Source: an optimization exercise on an open RTL-to-GDS flow (aim: small area). Production flows keep margins and buffers that such runs may drop. The RTL was checked by simulation tests, not by an equivalence proof against the original design.

==> flow/design.v <==
`default_nettype none
package rv32i_pkg;
    localparam int xlen = 32;
    typedef logic [xlen-1:0] rv32i_word;
    typedef logic [4:0]      rv32i_reg;
    localparam rv32i_word reset_pc  = 32'h0000_0000;
    localparam rv32i_word nop_instr = 32'h0000_0013;
    typedef enum logic [6:0] {
        op_lui   = 7'b0110111,
        op_auipc = 7'b0010111,
        op_jal   = 7'b1101111,
        op_jalr  = 7'b1100111,
        op_br    = 7'b1100011,
        op_imm   = 7'b0010011,
        op_reg   = 7'b0110011
    } rv32i_opcode_t;
    typedef enum logic [3:0] {
        alu_add,
        alu_sub,
        alu_sll,
        alu_slt,
        alu_sltu,
        alu_xor,
        alu_srl,
        alu_sra,
        alu_or,
        alu_and,
        alu_pass_b
    } alu_ops_t;
    typedef enum logic [2:0] {
        beq  = 3'b000,
        bne  = 3'b001,
        blt  = 3'b100,
        bge  = 3'b101,
        bltu = 3'b110,
        bgeu = 3'b111
    } cmp_ops_t;
    typedef enum logic {
        rs1_out = 1'b0,
        pc_out  = 1'b1
    } alumux1_sel_t;
    typedef enum logic [2:0] {
        i_imm   = 3'd0,
        u_imm   = 3'd1,
        b_imm   = 3'd2,
        j_imm   = 3'd3,
        rs2_out = 3'd4
    } alumux2_sel_t;
endpackage
`default_nettype wire
`timescale 1ns/1ps
`default_nettype none
module rv32i_core
(
    input  logic        clk,
    input  logic        rst,
    output logic [31:0] fetch_pc,
    input  logic [31:0] fetch_instr,
    output logic        retire_valid,
    output logic [31:0] retire_pc,
    output logic [4:0]  retire_rd,
    output logic [31:0] retire_value
);
    logic [3:0]  ph;
    logic        clr;
    logic [1:0]  st;
    logic [31:0] R;
    logic [31:0] N;
    logic        ca;
    logic        cb;
    logic        z;
    wire last  = (ph == 4'd15);
    wire first = (ph == 4'd0);
    wire [31:0] ins = fetch_instr;
    wire [6:0]  opc = ins[6:0];
    wire [2:0]  f3  = ins[14:12];
    wire [6:0]  f7  = ins[31:25];
    wire [4:0]  rd  = ins[11:7];
    wire [4:0]  rs1 = ins[19:15];
    wire [4:0]  rs2 = ins[24:20];
    wire is_lui   = (opc == 7'b0110111);
    wire is_auipc = (opc == 7'b0010111);
    wire is_jal   = (opc == 7'b1101111);
    wire is_jalr  = (opc == 7'b1100111) && (f3 == 3'b000);
    wire is_br    = (opc == 7'b1100011) && (f3[2:1] != 2'b01);
    wire is_imm   = (opc == 7'b0010011) &&
                    ((f3 == 3'b001) ? (f7 == 7'b0000000) :
                     (f3 == 3'b101) ? (f7 == 7'b0000000 || f7 == 7'b0100000) : 1'b1);
    wire is_reg   = (opc == 7'b0110011) &&
                    (f7 == 7'b0000000 || (f7 == 7'b0100000 && (f3 == 3'b000 || f3 == 3'b101)));
    wire is_alu   = is_imm || is_reg;
    wire is_shift = is_alu && (f3[1:0] == 2'b01);
    wire is_slt   = is_alu && (f3[2:1] == 2'b01);
    wire legal    = is_lui || is_auipc || is_jal || is_jalr || is_br || is_alu;
    wire is_sub   = is_reg && (f3 == 3'b000) && ins[30];
    wire is_sra   = ins[30];
    wire two_reg  = is_reg || is_br;
    logic [1:0] fin;
    always_comb
    begin
        if (is_shift)
            fin = 2'd3;
        else if (is_slt)
            fin = is_reg ? 2'd2 : 2'd1;
        else if (is_reg)
            fin = 2'd1;
        else
            fin = 2'd0;
    end
    wire at_fin = (st == fin);
    wire cmp_slt = is_slt && (st == fin - 2'd1);
    logic [31:0] imm;
    always_comb
    begin
        if (is_lui || is_auipc)
            imm = {ins[31:12], 12'd0};
        else if (is_jal)
            imm = {{12{ins[31]}}, ins[19:12], ins[20], ins[30:21], 1'b0};
        else if (opc[6:2] == 5'b11000)
            imm = {{20{ins[31]}}, ins[7], ins[30:25], ins[11:8], 1'b0};
        else
            imm = {{21{ins[31]}}, ins[30:20]};
    end
    wire [1:0] immp = imm[{ph, 1'b0} +: 2];
    wire [1:0] pcp  = fetch_pc[{ph, 1'b0} +: 2];
    logic [1:0] tap [0:31];
    logic [1:0] rin;
    logic       wq;
    logic       clq;
    logic [4:0] rdq;
    wire        wr = !clr && legal && !is_br && at_fin && (rd != 5'd0);
    assign tap[0] = 2'b00;
    genvar gr;
    generate
        for (gr = 1; gr < 32; gr++)
        begin : g_reg
            logic [31:0] ring;
            wire we = clq || (wq && rdq == 5'(gr));
            always_ff @(posedge clk)
                ring <= {ring[1:0], we ? R[31:30] : ring[31:30], ring[29:2]};
            assign tap[gr] = ring[1:0];
        end
    endgenerate
    wire [4:0] ridx = (st == 2'd0 && two_reg) ? rs2 : rs1;
    wire [1:0] a    = tap[ridx];
    wire tgt_rev = is_br && (st == 2'd2);    
    wire use_pc  = is_auipc || is_jal || tgt_rev;
    wire use_imm = !two_reg || tgt_rev;
    wire inv     = is_sub || is_slt || (is_br && !tgt_rev);
    wire [1:0] op1  = is_lui ? 2'b00 : (use_pc ? pcp : a);
    wire [1:0] op2r = use_imm ? immp : N[1:0];
    wire [1:0] op2  = inv ? ~op2r : op2r;
    wire       cin  = first ? inv : ca;
    wire       c1   = (op1[0] & op2[0]) | (op1[0] & cin) | (op2[0] & cin);
    wire       cout = (op1[1] & op2[1]) | (op1[1] & c1) | (op2[1] & c1);
    wire [1:0] sum  = {op1[1] ^ op2[1] ^ c1, op1[0] ^ op2[0] ^ cin};
    wire zero  = (sum == 2'b00) && (first || z);
    wire lt    = (op1[1] ^ op2r[1]) ? op1[1] : sum[1];
    wire ltu   = !cout;
    wire taken = f3[0] ^ (f3[2] ? (f3[1] ? ltu : lt) : zero);
    logic [1:0] alu;
    always_comb
    begin
        case (f3)
            3'b100:  alu = op1 ^ op2r;
            3'b110:  alu = op1 | op2r;
            3'b111:  alu = op1 & op2r;
            default: alu = sum;
        endcase
        if (!is_alu)
            alu = sum;
    end
    wire       bcin  = (ph == 4'd1) ? 1'b1 : (first ? 1'b0 : cb);
    wire       bc1   = pcp[0] & bcin;
    wire [1:0] pc4   = {pcp[1] ^ bc1, pcp[0] ^ bcin};
    wire       bcout = pcp[1] & bc1;
    wire [4:0] sh    = rdq;
    wire       d     = cb;
    wire       fl    = z;
    wire       right = f3[2];
    wire [4:0] t     = right ? sh : (5'd0 - sh);
    wire [3:0] m     = t[4:1] + {3'd0, t[0]};
    wire [1:0] P     = N[{m, 1'b0} +: 2];
    wire [5:0] plo   = {1'b0, ph, 1'b0} + {1'b0, sh};
    wire [5:0] phi   = {1'b0, ph, 1'b1} + {1'b0, sh};
    wire       vlo   = right ? !plo[5] : ({ph, 1'b0} >= sh);
    wire       vhi   = right ? !phi[5] : ({ph, 1'b1} >= sh);
    wire       fill  = right && is_sra && fl;
    wire [1:0] shr   = t[0] ? {P[0], d} : P;
    wire [1:0] shx   = {vhi ? shr[1] : fill, vlo ? shr[0] : fill};
    logic [1:0] nin;
    always_comb
    begin
        rin = alu;
        nin = pc4;
        if (is_shift)
        begin
            case (st)
                2'd0:    rin = is_reg ? a : immp;
                2'd1:    nin = a;
                2'd2:
                begin
                    rin = shx;
                    nin = N[1:0];
                end
                default: rin = R[1:0];
            endcase
        end
        else
        begin
            if (two_reg && st == 2'd0)
                nin = a;
            if (is_br)
                rin = 2'b00;
            if (tgt_rev)
                nin = sum;
            if (is_slt)
                rin = {1'b0, first && fl};
            if (is_jal || is_jalr)
                rin = pc4;
            if (is_jal)
                nin = sum;
            else if (is_jalr)
                nin = {sum[1], sum[0] && !first};
        end
        if (clr)
        begin
            nin = 2'b00;
            rin = 2'b00;
        end
    end
    wire [31:0] R_d = {rin, R[31:2]};
    wire [31:0] N_d = {nin, N[31:2]};
    wire retire = !clr && legal && (is_br ? (st == 2'd2 || (st == 2'd1 && !taken)) : at_fin);
    wire load   = clr || !legal || retire;
    assign retire_valid = last && retire;
    assign retire_pc    = fetch_pc;
    assign retire_rd    = is_br ? 5'd0 : rd;
    assign retire_value = R_d;
    always_ff @(posedge clk)
    begin
        R  <= R_d;
        N  <= N_d;
        ca <= cout;
        wq  <= wr;
        clq <= clr;
        if (is_shift && (st == 2'd1 || st == 2'd2))
            cb <= (st == 2'd1 && m == 4'd0) ? a[1] : P[1];
        else
            cb <= bcout;
        if (is_shift && (st == 2'd1 || st == 2'd2))
            rdq <= rdq;
        else if (is_shift && st == 2'd0 && last)
            rdq <= R_d[4:0];
        else
            rdq <= rd;
        if (is_shift && st == 2'd2)
            z <= z;
        else if (last && is_shift && st == 2'd1)
            z <= a[1];
        else if (last && cmp_slt)
            z <= f3[0] ? ltu : lt;
        else
            z <= zero;
        if (rst)
        begin
            ph  <= 4'd0;
            clr <= 1'b1;
            st  <= 2'd0;
        end
        else
        begin
            ph <= ph + 4'd1;
            if (last)
            begin
                clr <= 1'b0;
                if (load)
                    fetch_pc <= N_d;
                if (load)
                    st <= 2'd0;
                else
                    st <= st + 2'd1;
            end
        end
    end
endmodule
`default_nettype wire
==> flow/config.mk <==
export PLATFORM = sky130hd
export DESIGN_NAME = rv32i_core
export DESIGN_NICKNAME = rv32i_core
export VERILOG_FILES = /design/flow/design.v
export SDC_FILE = /design/flow/constraint.sdc
export NUM_CORES = 4
export LEC_CHECK = 0
export ABC_AREA = 1
export CAP_MARGIN = 20
export CORE_MARGIN = 2
export CORE_UTILIZATION = 50
export SLEW_MARGIN = 20
==> flow/constraint.sdc <==
create_clock -name core_clock -period 10.0 [get_ports {clk}]
set_input_delay 2.0000 -clock core_clock [delete_from_list [all_inputs] [get_ports {clk}]]
set_output_delay 2.0000 -clock core_clock [all_outputs]
set_load 0.01 [all_outputs]
standard.sh (not shown) runs the stock make flow with config.mk's settings and CLKGATE_MAP_FILE= SYNTH_SCRIPT=/design/flow/synth_recipe.tcl, a recipe that flattens the netlist after the stock synthesis.
==> flow/flow/run.sh <==
#!/bin/bash
# The standard layout (standard.sh), with these settings changed:
# - synthesis maps the logic with an area-oriented ABC script (flow/abc_area.script:
#   choice networks and area-flow mapping, repeated) in place of ORFS's
#   abc_area.script, whose buffering and upsizing the later repair steps redo
#   anyway; everything else in synthesis, including the dfflibmap step that makes
#   the registers, is ORFS's own script, copied unchanged;
# - the port buffers are the smallest buffer cell (buf_1);
# - clock tree synthesis clusters at most 23 sinks within 50 um per clkbuf_8 leaf
#   buffer and inserts no dummy loads;
# - after global routing, repair_timing downsizes gates off the critical paths
#   (RECOVER_POWER).
# All tool output goes to standard_flow.log here and to ORFS's own logs in orfs/logs.
set -euo pipefail
rm -rf scripts_abc
cp -r "$FLOW_HOME/scripts" scripts_abc
cp flow/abc_area.script scripts_abc/abc_area.script
export SCRIPTS_DIR="$PWD/scripts_abc"
export CTS_ARGS="-sink_clustering_enable -repair_clock_nets -sink_clustering_size 23 -sink_clustering_max_diameter 50 -buf_list sky130_fd_sc_hd__clkbuf_8 -dont_use_dummy_load"
export RECOVER_POWER=100
export BUFFER_PORTS_ARGS="-buffer_cell sky130_fd_sc_hd__buf_1"
bash standard.sh > standard_flow.log 2>&1
==> flow/flow/abc_area.script <==
strash
&get -n
&dch -f
&nf -R 1000
&put
strash
dch
map -a
strash
dch
map -a
topo
The first run completed with no timing, DRC or antenna violations.
==> next run, changes <==
==> flow/flow/run.sh (replaced) <==
#!/bin/bash
set -euo pipefail
rm -rf scripts_abc
cp -r "$FLOW_HOME/scripts" scripts_abc
cp flow/abc_area.script scripts_abc/abc_area.script
export SCRIPTS_DIR="$PWD/scripts_abc"
export BUFFER_PORTS_ARGS="-buffer_cell sky130_fd_sc_hd__buf_1"
bash standard.sh > standard_flow.log 2>&1
--- a/flow/config.mk
+++ b/flow/config.mk
@@ -10,3 +10,5 @@
 export CORE_MARGIN = 2
-export CORE_UTILIZATION = 50
+export CORE_UTILIZATION = 65
+export CTS_CLUSTER_DIAMETER = 60
+export CTS_CLUSTER_SIZE = 35
 export SLEW_MARGIN = 20
=> Register-to-register slack improves by 40 ps; synthesized area does not change; utilization grows by 17 points; fmax shrinks slightly; non-clock buffer count shrinks by 2.
==> next run, changes <==
--- a/flow/config.mk
+++ b/flow/config.mk
@@ -8,7 +8,7 @@
 export ABC_AREA = 1
-export CAP_MARGIN = 20
+export CAP_MARGIN = 0
 export CORE_MARGIN = 2
-export CORE_UTILIZATION = 65
-export CTS_CLUSTER_DIAMETER = 60
-export CTS_CLUSTER_SIZE = 35
-export SLEW_MARGIN = 20
+export CORE_UTILIZATION = 50
+export CTS_CLUSTER_DIAMETER = 100
+export CTS_CLUSTER_SIZE = 30
+export SLEW_MARGIN = 0
What happened: The changed run ran to the end with no violations; non-clock buffer count climbs by 2; synthesized cell count does not change; final cell count grows by 5.4%.
==> next run, changes <==
--- a/flow/flow/run.sh
+++ b/flow/flow/run.sh
@@ -6,2 +6,3 @@
 export SCRIPTS_DIR="$PWD/scripts_abc"
+export CTS_ARGS="-sink_clustering_enable -repair_clock_nets -sink_clustering_size 21 -sink_clustering_max_diameter 55 -buf_list sky130_fd_sc_hd__clkbuf_8 -dont_use_dummy_load"
 export BUFFER_PORTS_ARGS="-buffer_cell sky130_fd_sc_hd__buf_1"
==> flow/flow/abc_area.script (replaced) <==
strash
dch
amap
topo
--- a/flow/config.mk
+++ b/flow/config.mk
@@ -8,3 +8,3 @@
 export ABC_AREA = 1
-export CAP_MARGIN = 0
+export CAP_MARGIN = 20
 export CORE_MARGIN = 2
@@ -13,2 +13,2 @@
 export CTS_CLUSTER_SIZE = 30
-export SLEW_MARGIN = 0
+export SLEW_MARGIN = 20
The changed run finished with timing, DRC and antenna clean.
Setup slack loses 330 ps.
Global-route usage is lower by 1.1 points.
Cell area grows by a few percent.
Via count went up by a few percent.
Cell count is higher by a few percent.

afterwards: timing with drivers on the ports:
How much do the figures lean on ideal ports? The routed layouts below were timed once more, with nothing changed but the port constraints.
Step 1 assumes that a clkbuf_16 drives the clock port and a buf_2 every other input.
Step 2 moves the port delays by t, midway between the first and last clock arrival at a register: inputs arrive t later, outputs are due t later. That takes back most of the time a late clock gives input paths.
a / b / c = no drivers / after step 1 / after step 2; a / b = the first two.
run | t (ns) | setup WS [ns] | slew at the worst register clock pin (ns) | worst slew at a driven data input, ns
the first run | 0.695 | 0.551 / 0.518 / 0.518 | 0.12 / 0.12 | 0.05
the second run | 0.655 | 0.520 / 0.500 / 0.500 | 0.12 / 0.12 | 0.04
the third run | 0.661 | 0.578 / 0.545 / 0.545 | 0.11 / 0.11 | 0.05
the fourth run | 0.700 | 0.247 / 0.213 / 0.213 | 0.12 / 0.12 | 0.04
After both steps setup and hold are still met in every run listed. For the fourth run, which loses most, drivers alone change the setup slack by -0.034 ns; drivers and shift together by -0.034 ns.
